What follows belongs to an exercise in optimizing a design on an open flow for small area and a short achievable clock period; a production flow would make more cautious choices. The RTL was checked by simulation tests, not by an equivalence proof against the original design. Power figures rest on the tool's default switching activity, not on a simulated workload.

Design alu_issue_queue, start of the top module:
module alu_issue_queue #(
  parameter int unsigned DEPTH = 8,
  parameter int unsigned TAG_W = 6
) (
  input  logic               clk,
  input  logic               reset,
  input  logic               en,
  input  logic               inValid,
  output logic               inReady,
  input  logic [5:0]         inFunc,
  input  logic [4:0]         inC0,
  input  logic [TAG_W-1:0]   inDestTag,
  input  logic [1:0]         inSrcReady,
  input  logic [2*TAG_W-1:0] inSrcTag,
  input  logic [63:0]        inSrcData,
  input  logic               resValid,
  input  logic [TAG_W-1:0]   resTag,
  input  logic [31:0]        resData,
  input  logic               allow,
  input  logic               flush,
  output logic               issueValid,
  output logic [5:0]         funcSelect,
  output logic [31:0]        dataIn0,
  output logic [31:0]        dataIn1,
  output logic [4:0]         c0,
  output logic [TAG_W-1:0]   issueTag
);
Size in the first run: about 2900 cells after synthesis, about 220 I/O pins.
export LEC_CHECK = 0
export CAP_MARGIN = 20
export CORE_MARGIN = 2
export CORE_UTILIZATION = 40
export CTS_CLUSTER_DIAMETER = 90
export CTS_CLUSTER_SIZE = 26
export PLACE_DENSITY = 0.6
export SETUP_SLACK_MARGIN = 2.8
export SLEW_MARGIN = 70
export SYNTH_HIERARCHICAL = 1
export SYNTH_MINIMUM_KEEP_SIZE = 0
export TNS_END_PERCENT = 10
create_clock -name core_clock -period 5.0 [get_ports {clk}]
standard.sh (not shown) runs the stock make flow with config.mk's settings and CLKGATE_MAP_FILE= SYNTH_SCRIPT=/design/flow/synth_recipe.tcl, a recipe that flattens the netlist after the stock synthesis.
==> flow/flow/run.sh <==
#!/bin/bash
# The standard layout, except that the port buffers are the smallest buffer
# cell instead of the one buffer_ports picks by default. The standard flow's log
# goes to standard.log in the work folder.
set -euo pipefail
export BUFFER_PORTS_ARGS="-buffer_cell sky130_fd_sc_hd__buf_1"
bash standard.sh > standard.log 2>&1
The first run went through all stages and came out clean.
Change:
--- a/flow/design.v
+++ b/flow/design.v
@@ -162,59 +162,57 @@
   logic [1:0][31:0]        is_dat_q;
   logic [N-1:0] free_1h, ins_w;
   always_comb begin
     logic taken;
     taken = 1'b0;
     for (int i = 0; i < N; i++) begin
       free_1h[i] = ~vld_q[i] & ~taken;
       taken      = taken | ~vld_q[i];
     end
   end
   assign inReady = ~full_q;
   assign ins_w   = free_1h & {N{en & inValid}};
-  logic res_v;
-  assign res_v = resValid & en;
   logic [1:0]       new_rdy, new_pend;
   logic [1:0][31:0] new_dat;
   for (genvar s = 0; s < 2; s++) begin : g_new
     logic hit_in;
     alu_iq_entry_wakeup #(.TAG_W(TAG_W)) u_wk_in (
       .ready_cur (inSrcReady[s]),
       .tag_cur   (inSrcTag[s*TAG_W +: TAG_W]),
-      .res_valid (res_v),
+      .res_valid (resValid),
       .res_tag   (resTag),
       .hit       (hit_in)
     );
     assign new_rdy[s]  = inSrcReady[s] | hit_in;
     assign new_pend[s] = hit_in;
     always_comb begin
       new_dat[s] = inSrcData[s*32 +: 32];
       if (!inSrcReady[s]) new_dat[s][TAG_W-1:0] = inSrcTag[s*TAG_W +: TAG_W];
     end
   end
   logic take;       
   assign take = en & allow;
   logic [N-1:0][1:0] hit_a;
   for (genvar i = 0; i < N; i++) begin : g_slot
     for (genvar s = 0; s < 2; s++) begin : g_src
       logic hit, wk;
       assign hit_a[i][s] = hit;
       alu_iq_entry_wakeup #(.TAG_W(TAG_W)) u_wk (
         .ready_cur (rdy_q[i][s]),
         .tag_cur   (dat_q[i][s][TAG_W-1:0]),
-        .res_valid (res_v),
+        .res_valid (resValid),
         .res_tag   (resTag),
         .hit       (hit)
       );
-      assign wk = vld_q[i] & hit;
+      assign wk = en & vld_q[i] & hit;
       assign rdy_d[i][s] = free_1h[i] ? new_rdy[s] : (rdy_q[i][s] | wk);
       always_ff @(posedge clk) begin
         pend_q[i][s] <= ~reset & ~flush & (wk | (ins_w[i] & new_pend[s]));
       end
       logic [31:0] dat_d;
       for (genvar g = 0; g < 4; g++) begin : g_byte
         alu_iq_dbyte u_dbyte (
           .ld_new (free_1h[i]),   .v_new (new_dat[s][8*g +: 8]),
           .ld_res (pend_q[i][s]), .v_res (res_q[8*g +: 8]),
           .q      (dat_q[i][s][8*g +: 8]),
           .d      (dat_d[8*g +: 8])
         );
@@ -247,25 +245,25 @@
     end
   end
   always_ff @(posedge clk) vld_q <= vld_d;
   logic [N-1:0] elig_d, stay;
   logic         ins_ok, new_elig;
   assign ins_ok   = ~reset & ~flush;
   assign new_elig = new_rdy[0] & new_rdy[1];
   for (genvar i = 0; i < N; i++) begin : g_sel
     assign stay[i] = ~reset & vld_q[i] & ~(en & (flush | (allow & sel_q[i])));
     alu_iq_elig u_elig (
       .stay     (stay[i]),
       .rdy      (rdy_q[i]),
-      .hit      (hit_a[i]),
+      .hit      (hit_a[i] & {2{en}}),
       .ins      (ins_w[i] & ins_ok),
       .ins_elig (new_elig),
       .elig     (elig_d[i])
     );
     logic [N-2:0] elig_o, older_o;
     for (genvar j = 0; j < N; j++) begin : g_o
       if (j < i) begin : g_lo
         assign elig_o[j]  = elig_d[j];
         assign older_o[j] = older_d[j][i];
       end else if (j > i) begin : g_hi
         assign elig_o[j-1]  = elig_d[j];
         assign older_o[j-1] = ~older_d[i][j];
@@ -304,25 +302,25 @@
     end
     assign d9[8] = is_q[b];
     alu_iq_sel9 u_sel (.s({~take, sel_t}), .d(d9), .y(is_d[b]));
   end
   for (genvar s = 0; s < 2; s++) begin : g_isd
     logic         byp;
     logic [N-1:0] sel_s;
     logic [N-1:0] pend_s;
     for (genvar i = 0; i < N; i++) begin : g_p
       assign pend_s[i] = pend_q[i][s];
     end
     assign byp   = |(sel_q & pend_s);
-    assign sel_s = sel_t & ~pend_s;
+    assign sel_s = sel_t & {N{~byp}};
     for (genvar b = 0; b < 32; b++) begin : g_b
       logic [9:0] d10;
       for (genvar i = 0; i < N; i++) begin : g_d
         assign d10[i] = dat_q[i][s][b];
       end
       assign d10[8] = res_q[b];
       assign d10[9] = is_q[FW + 32*s + b];
       alu_iq_sel10 u_sel (.s({~take, take & byp, sel_s}), .d(d10), .y(is_d[FW + 32*s + b]));
     end
   end
   always_ff @(posedge clk) begin
     is_q <= is_d;
After rerunning: Cell area came out lower by 2.1%. Total power decreases by 0.75%. Wire length came out higher by 4.9%. Worst setup slack improved by 0.076 ns. Sequential cell count does not change. Non-clock buffer count went down by 72.

==> afterwards: timing with drivers on the ports <==
In the flow no input, the clock included, has a driving cell. The finished layouts below were timed again as built, in two steps. Step 1 sets driving cells, clkbuf_16 on the clock port and buf_2 on the other inputs (assumed; they add their load-dependent delay and slew). Step 2, shift: input delay + t, output delay - t, t = (earliest + latest rising clock arrival at the registers) / 2. This alone moves slack from input paths to output paths. a / b / c = no drivers / after step 1 / after step 2; a / b = the first two.
run	shift t [ns]	setup WS [ns]	clock arrival spread, ns	worst slew at a driven data input, ns	cell pins on the clock port's net
the first run	0.672	2.618 / 2.624 / 1.967	0.034 / 0.034	0.15	1
the second run	0.672	2.695 / 2.626 / 2.018	0.056 / 0.056	0.15	1
After both steps setup and hold are still met in every run listed. The setup slack of the second run, which loses most, moves by -0.069 ns with the drivers and by -0.677 ns with both steps.
